Context: an optimization exercise on an open-source flow, tuned for small area. The choices shown serve that exercise and are no tape-out recipe.
Only simulation tests tie the RTL to the original design; equivalence was not proved.
Power is estimated from default activity; no workload was simulated.

==> flow/design.v <==
module axis_adxl_responder #(
  parameter logic [6:0] DEV_ADDR  = 7'h53,
  parameter logic [7:0] DEVID_VAL = 8'hE5
) (
  input  logic        clk,
  input  logic        reset,
  input  logic [31:0] s_axis_tdata,
  input  logic [3:0]  s_axis_tkeep,
  input  logic [7:0]  s_axis_tdest,
  input  logic        s_axis_tvalid,
  input  logic        s_axis_tlast,
  output logic        s_axis_tready,
  output logic [31:0] m_axis_tdata,
  output logic [3:0]  m_axis_tkeep,
  output logic [7:0]  m_axis_tdest,
  output logic        m_axis_tvalid,
  output logic        m_axis_tlast,
  input  logic        m_axis_tready,
  output logic [7:0]  power_ctl
);
  logic [15:0][3:0][7:0] regs_q;
  logic [5:0]  ptr_q;
  logic        resp_q;     
  logic        busy_q;     
  logic        wr_q;       
  logic        pend_q;     
  logic        first_q;    
  logic [7:0]  left_q;     
  logic        idle, hdr_acc, match, is_rd, wr_acc;
  logic [7:0]  n_eff;
  assign s_axis_tready = !reset && !resp_q;
  assign m_axis_tvalid = resp_q;
  assign m_axis_tdest  = {DEV_ADDR, 1'b1};
  assign power_ctl     = regs_q[4'hB][1];
  assign idle    = !resp_q && !busy_q;
  assign hdr_acc = idle && s_axis_tvalid;
  assign match   = (s_axis_tdest[7:1] == DEV_ADDR);
  assign is_rd   = match && s_axis_tdest[0];
  assign wr_acc  = busy_q && wr_q && s_axis_tvalid;
  assign n_eff   = (s_axis_tdata[7:0] == 8'h00) ? 8'd1 : s_axis_tdata[7:0];
  logic [3:0]      lane_wr;     
  logic [3:0][1:0] lane_o;      
  logic [2:0]      n_wr;        
  logic [5:0]      ld_byte;     
  logic [5:0]      base;
  logic            any_keep;
  always_comb begin
    logic [2:0] cnt;
    logic       got;
    cnt      = '0;
    got      = !first_q;
    ld_byte  = '0;
    lane_wr  = '0;
    lane_o   = '0;
    for (int i = 0; i < 4; i++) begin
      if (s_axis_tkeep[i]) begin
        if (!got) begin
          ld_byte = s_axis_tdata[i*8 +: 6];
          got     = 1'b1;
        end else begin
          lane_wr[i] = 1'b1;
          lane_o[i]  = cnt[1:0];
          cnt        = cnt + 3'd1;
        end
      end
    end
    n_wr     = cnt;
    any_keep = |s_axis_tkeep;
  end
  assign base = (first_q && !resp_q) ? ld_byte : ptr_q;
  logic [3:0][3:0] bank_sel;    
  logic [3:0]      bank_we;
  logic [3:0]      bank_nx;
  logic [3:0][7:0] bank_d;
  always_comb begin
    for (int b = 0; b < 4; b++) begin
      logic [1:0] rel;
      rel        = 2'(b) - base[1:0];
      bank_nx[b] = (2'(b) < base[1:0]);
      for (int i = 0; i < 4; i++) bank_sel[b][i] = lane_wr[i] && (lane_o[i] == rel);
      bank_we[b] = wr_acc && (|bank_sel[b]);
      bank_d[b]  = '0;
      for (int i = 0; i < 4; i++) begin
        if (bank_sel[b][i] && !reset) bank_d[b] = bank_d[b] | s_axis_tdata[i*8 +: 8];
      end
    end
  end
  logic [15:0] row_hit;
  logic [3:0]  we_here, we_next;
  always_comb begin
    for (int r = 0; r < 16; r++) row_hit[r] = (base[5:2] == 4'(r));
    for (int b = 0; b < 4; b++) begin
      we_here[b] = bank_we[b] && !bank_nx[b];
      we_next[b] = bank_we[b] && bank_nx[b];
    end
  end
  for (genvar r = 0; r < 16; r++) begin : g_row
    for (genvar b = 0; b < 4; b++) begin : g_bank
      if (r == 0 && b == 0) begin : g_devid
        assign regs_q[r][b] = DEVID_VAL;
      end else begin : g_reg
        logic [7:0] q;
        logic       wr, hold;
        assign wr   = (we_here[b] && row_hit[r]) || (we_next[b] && row_hit[(r + 15) % 16]);
        assign hold = !(wr || reset);
        if (r == 11 && b == 0) begin : g_2c
          adxl_byte_reg_0a u_byte (
            .clk(clk), .reset(reset), .hold(hold), .wr(wr), .d(bank_d[b]), .q(q)
          );
        end else begin : g_00
          adxl_byte_reg u_byte (
            .clk(clk), .hold(hold), .wr(wr), .d(bank_d[b]), .q(q)
          );
        end
        assign regs_q[r][b] = q;
      end
    end
  end
  logic       resp_acc;
  logic [2:0] ptr_inc;
  assign resp_acc = resp_q && m_axis_tready;
  assign ptr_inc  = resp_q ? (m_axis_tlast ? left_q[2:0] : 3'd4) : n_wr;
  always_ff @(posedge clk) begin
    if (reset) begin
      resp_q <= 1'b0;
      busy_q <= 1'b0;
      ptr_q  <= '0;
    end else begin
      if (hdr_acc) begin
        if (!s_axis_tlast) busy_q <= 1'b1;
        if (is_rd && s_axis_tlast) resp_q <= 1'b1;
      end
      if (busy_q && s_axis_tvalid && s_axis_tlast) begin
        busy_q <= 1'b0;
        if (!wr_q && pend_q) resp_q <= 1'b1;
      end
      if (resp_acc || (wr_acc && (!first_q || any_keep))) ptr_q <= base + {3'b0, ptr_inc};
      if (resp_acc && m_axis_tlast) resp_q <= 1'b0;
    end
  end
  always_ff @(posedge clk) begin
    if (hdr_acc) begin
      wr_q    <= match && !s_axis_tdest[0];
      pend_q  <= is_rd;
      first_q <= 1'b1;
      left_q  <= n_eff;
    end
    if (wr_acc && any_keep) first_q <= 1'b0;
    if (resp_acc) left_q[7:2] <= left_q[7:2] - 6'd1;
  end
  logic [5:0] cur;
  assign cur = ptr_q;
  assign m_axis_tlast = (left_q[7:3] == 5'd0) && !(left_q[2] && (left_q[1:0] != 2'd0));
  assign m_axis_tkeep = {|left_q[7:2],
                         (|left_q[7:2]) || (&left_q[1:0]),
                         |left_q[7:1],
                         1'b1};
  logic [15:0]     cur_row;
  logic [3:0][7:0] bank_q;
  always_comb begin
    for (int r = 0; r < 16; r++) cur_row[r] = (cur[5:2] == 4'(r));
    for (int b = 0; b < 4; b++) begin
      bank_q[b] = '0;
      for (int r = 0; r < 16; r++) begin
        if ((2'(b) < cur[1:0]) ? cur_row[(r + 15) % 16] : cur_row[r])
          bank_q[b] = bank_q[b] | regs_q[r][b];
      end
    end
    for (int i = 0; i < 4; i++) begin
      logic [1:0] src;
      src = 2'(i) + cur[1:0];
      m_axis_tdata[i*8 +: 8] = m_axis_tkeep[i] ? bank_q[src] : 8'h00;
    end
  end
endmodule
module adxl_byte_reg (
  input  logic       clk,
  input  logic       hold,
  input  logic       wr,
  input  logic [7:0] d,
  output logic [7:0] q
);
  always_ff @(posedge clk) q <= (q & {8{hold}}) | (d & {8{wr}});
endmodule
module adxl_byte_reg_0a (
  input  logic       clk,
  input  logic       reset,
  input  logic       hold,
  input  logic       wr,
  input  logic [7:0] d,
  output logic [7:0] q
);
  always_ff @(posedge clk) q <= (q & {8{hold}}) | (d & {8{wr}}) | (8'h0A & {8{reset}});
endmodule
==> flow/flow/run.sh <==
#!/bin/bash
# Own layout flow: the standard layout, except that
#  * synthesis is the standard synthesis script with ABC's area-oriented
#    mapping script (flow/area.abc) in place of the speed script; all the
#    Yosys passes before ABC (and so the registers) are unchanged;
#  * port buffers are the smallest buffer (buf_1);
#  * CTS uses larger sink clusters and no dummy loads.
# Each tool's output goes to a log file in the work folder.
set -euo pipefail
W=$(pwd)

# Synthesis script: synth_recipe.tcl, sourcing a copy of ORFS's synth.tcl
# whose ABC call uses flow/area.abc.
sed "s#source \$::env(SCRIPTS_DIR)/synth_preamble.tcl#source \$::env(SCRIPTS_DIR)/synth_preamble.tcl\nset abc_args [lreplace \$abc_args 1 1 $W/flow/area.abc]#" \
  "$FLOW_HOME/scripts/synth.tcl" > "$W/own_synth.tcl"
grep -q "flow/area.abc" "$W/own_synth.tcl"
sed "s#\$::env(SCRIPTS_DIR)/synth.tcl#$W/own_synth.tcl#" "$W/synth_recipe.tcl" > "$W/own_synth_recipe.tcl"
grep -q "own_synth.tcl" "$W/own_synth_recipe.tcl"

make -C "$FLOW_HOME" DESIGN_CONFIG="$W/config.mk" WORK_HOME="$W/orfs" CLKGATE_MAP_FILE= \
  SYNTH_SCRIPT="$W/own_synth_recipe.tcl" synth > "$W/synth.log" 2>&1

CTS="-sink_clustering_enable -repair_clock_nets -sink_clustering_size 16 -sink_clustering_max_diameter 60 -buf_list {sky130_fd_sc_hd__clkbuf_4 sky130_fd_sc_hd__clkbuf_8} -dont_use_dummy_load"
bash "$W/standard.sh" "BUFFER_PORTS_ARGS=-buffer_cell sky130_fd_sc_hd__buf_1" "CTS_ARGS=$CTS" finish > "$W/layout.log" 2>&1
==> flow/flow/area.abc <==
&get -n
&st
&dch -f
&nf -a -R 1000
&st
&syn2
&dch -f
&nf -a -R 1000
&put
topo
==> flow/standard.sh <==
#!/bin/bash
# synth_recipe.tcl (not shown) runs the flow's synth.tcl, then flattens the netlist and writes it again
# the make line also repeats each setting of config.mk as NAME=value (left out here)
make -C /OpenROAD-flow-scripts/flow DESIGN_CONFIG=/design/flow/config.mk WORK_HOME=/design/flow/orfs CLKGATE_MAP_FILE= SYNTH_SCRIPT=/design/flow/synth_recipe.tcl "${@:-finish}"
==> flow/config.mk <==
export PLATFORM = sky130hd
export DESIGN_NAME = axis_adxl_responder
export DESIGN_NICKNAME = axis_adxl_responder
export VERILOG_FILES = /design/flow/design.v
export SDC_FILE = /design/flow/constraint.sdc
export NUM_CORES = 4
export LEC_CHECK = 0
export CAP_MARGIN = 20
export CELL_PAD_IN_SITES_DETAIL_PLACEMENT = 1
export CELL_PAD_IN_SITES_GLOBAL_PLACEMENT = 1
export CORE_MARGIN = 2
export CORE_UTILIZATION = 55
export GPL_ROUTABILITY_DRIVEN = 1
export PLACE_DENSITY = 0.65
export SLEW_MARGIN = 20
export SYNTH_HIERARCHICAL = 1
==> flow/constraint.sdc <==
create_clock -name core_clock -period 12.0 [get_ports {clk}]
set_input_delay 2.4000 -clock core_clock [delete_from_list [all_inputs] [get_ports {clk}]]
set_output_delay 2.4000 -clock core_clock [all_outputs]
set_load 0.01 [all_outputs]
==> metrics.cfg <==
[sta]
setup_violations=0
post-route-period-util=0.647
fmax_mhz=129
fin_worst_skew_ns=0.0723
finalHoldViolations=0
fin_setup_tns_ns=0
tightestPinTransition_ns=1.11
layout_setup_ws_ns=4.23
slew_violations=0
period_needed_ns=7.77
rsz0062_at_grt=false
slew_headroom=0.252

[cells_and_area]
regArea_sq_um=10600
fillers=4258
finish.utilization=0.598
final_nets=2277
fin_cells=2729
area_growth_syn_to_layout_pct=8.06
multi_input_area_sq_um=10600
drive_gt1_frac=0.0299

[global_routing]
grt_max_degree=52
antenna_found_initial=11
grtUsageTotal=0.413
grt_overflow=0
grt_pass1_wl_um=128000
grt_pass1_vias=20204

[power_and_ir_drop]
cellLeakagePower_nw=8.45
vdd_drop_max_uv=98.8
power_density_nw_per_um2=131
finalPower_w=0.00301

[setup_path]
critical_path_arrival_ns=5.37
crit_chain=nand2b_1 > nor3_1 > a22oi_1 > nand2_1 > a221oi_1 > nand3_1 > a211oi_1 > mux2i_1 > o21ai_0 > a21oi_1 > buf_1
crit_path_start_kind=flip-flop
crit_path_end_kind=output port
critPathRequiredTime_ns=9.60
crit_type=reg2out
slowest_delay_ns=0.90
crit_fanout=17
critPathSlowestCell=dfxtp_1

[synthesis]
netlist.area_leader.share=0.482
synth.area.top_cells=dfxtp_1, a22o_1, a22oi_1, nor2_1, nand2_1
yosysWarningCount=9
synthTopCellsByCount=a22o_1, dfxtp_1, nor2_1
synth_edf_count=10
synth_cells=2050
ys_seq_area_frac=0.496
ys_async_sr_fraction=0
synth_ff_type=dfxtp_1
yosysUniqueCellTypes=51
ys_seq_elements=523
syn_avg_cell_area_sq_um=10.4
yosysTopAreaCell=dfxtp_1
syn-cell-area_sq_um=21300
yosysMostFrequentCell=a22o_1

[detailed_routing]
post-route-drc-count=0
num_vias=20351
finalWirelength_um=85300
wl_per_cell_um=31.3
drtIter0Drc=2450
vias_per_cell=7.46
ant_nets=0
drt-pass1-iter-count=9

[clock_network]
cts_sinks=523
clockBufferDepth=3
postCtsSetupBuffers=0
hold_buffers=0
cts_resized=0
cts_root_buffer=clkbuf_8
tritoncts=built
clk_pin_slew_ns=0.11
clk_latency_ns=0.67
cts_max_level=2
cts_made_buffers=41

[run]
cap_violations=0

[floorplanning]
die_h_um=201
io_pins=104
die_area_sq_um=40300
core_area_sq_um=38500
start_util=0.554
fp.dieW_um=201
std_cell_rows=72

[placement]
dp_cells=2682
place_hpwl_um=59300
numPortBuffers=94
dp_slack_ns=4.18
place.gp.congestion=1.01

[hold_path]
worstHoldPathType=reg2reg

[status]
status=complete, no violations

==> sequential cells by signal, summed over array words and instances, names as in the netlist <==
name                              count
g_row.g_bank.g_reg.g_00.u_byte.q    496
g_row.g_bank.g_reg.g_2c.u_byte.q      8
left_q                                8
ptr_q                                 6
busy_q                                1
first_q                               1
pend_q                                1
resp_q                                1
wr_q                                  1
==> final cells by class <==
type / count / share of cell area
Sequential cell: 523 / 0.459
Clock buffer: 41 / 0.0245
Tap cell: 518 / 0.0282
Timing Repair Buffer: 117 / 0.0230
Inverter: 17 / 0.00277
Multi-Input combinational cell: 1507 / 0.462
Antenna cell: 6 / 0.000652
==> per-layer routing <==
metal	routed length, um	global-route usage	vias to the layer above
met5	68	0	-
met4	5820	0.260	12
met3	8110	0.0891	323
met2	37700	0.642	1129
met1	33600	0.525	10214
li1	-	-	8673
==> where the power goes <==
| group | total (W) | internal (W) | switching, W |
|---|---|---|---|
| Clock | 0.000866 | 0.000307 | 0.000559 |
| Combinational | 0.000392 | 0.0000810 | 0.000311 |
| Sequential | 0.00175 | 0.00175 | 0.00000622 |
| Total | 0.00301 | 0.00213 | 0.000877 |
==> per-stage QoR <==
stage	hold WS (ns)	area, sq um
after floorplan	0.448	21300
after global placement	0.462	22400
after detailed placement	0.465	22400
after CTS	0.488	23000
after global routing	0.504	23000
final	0.491	23000
==> Yosys stat by module, one instance, submodules excluded <==
| module | cell area [sq um] | flops+latches |
|---|---|---|
| adxl_byte_reg_0a | 233 | 8 |
| axis_adxl_responder | 6790 | 19 |
| adxl_byte_reg | 230 | 8 |
==> cell usage in the layout, fill, tap and decap left out, types with 41 or more instances in the layout <==
master    netlist  layout
a21oi_1        51      51
a221oi_1       63      63
a222oi_1       54      54
a22o_1        536     536
a22oi_1       107     107
buf_1           1      93
clkbuf_8        0      41
dfxtp_1       513     513
nand2_1       147     147
nor2_1        203     203
o22ai_1        47      47
==> logic make-up (layout without fill, tap and decap cells) <==
kind of cell / Yosys count / after routing / share of synthesized area
fa+ha+maj: 21 / 21 / 0.0130
buf+inv: 27 / 175 / 0.00634
other cells: 2 / 15 / 0.000353
compound gates: 949 / 949 / 0.365
xor+xnor: 17 / 17 / 0.00699
mux: 33 / 33 / 0.0156
flops: 523 / 523 / 0.496
simple gates: 478 / 478 / 0.0964
==> worst paths after layout <==
| path | end | slack (ns) | cells after the start | from |
|---|---|---|---|---|
| max | m_axis_tdata[26] | 4.23 | 11 | ptr_q[5]$_SDFFE_PP0P_ |
| min | g_row[14].g_bank[0].g_reg.g_00.u_byte.q[1]$_DFF_P_ | 0.49 | 1 | g_row[14].g_bank[0].g_reg.g_00.u_byte.q[1]$_DFF_P_ |
| max reg2reg | g_row[1].g_bank[0].g_reg.g_00.u_byte.q[5]$_DFF_P_ | 6.41 | 16 | first_q$_SDFFE_PP0P_ |
| min reg2reg | g_row[14].g_bank[0].g_reg.g_00.u_byte.q[1]$_DFF_P_ | 0.49 | 1 | g_row[14].g_bank[0].g_reg.g_00.u_byte.q[1]$_DFF_P_ |
==> critical path: cells and delay by family, from the launching register on <==
family | cells | cell delay, ns
mux | 1 | 0.21
buf+inv | 1 | 0.17
compound gates | 5 | 1.99
flops | 1 | 0.90
simple gates | 4 | 1.41

re-timing with driven ports:
No port has a modelled driver above. Below, the same layout with a new extraction and two added sets of constraints. Step 1 assumes that a clkbuf_16 drives the clock port and a buf_2 every other input. Step 2 moves the port delays by t, midway between the first and last clock arrival at a register: inputs arrive t later, outputs are due t later. That takes back most of the time a late clock gives input paths. Three values: ideal, step 1, step 2; two values: the first two.
t, ns: 0.687
setup slack, ns: 4.233 / 4.177 / 4.009
clock arrival spread, ns: 0.073 / 0.072
cell pins on the clock port's net: 1
After both steps this run still meets setup and hold. The setup slack of this run moves by -0.056 ns with the drivers and by -0.224 ns with both steps.
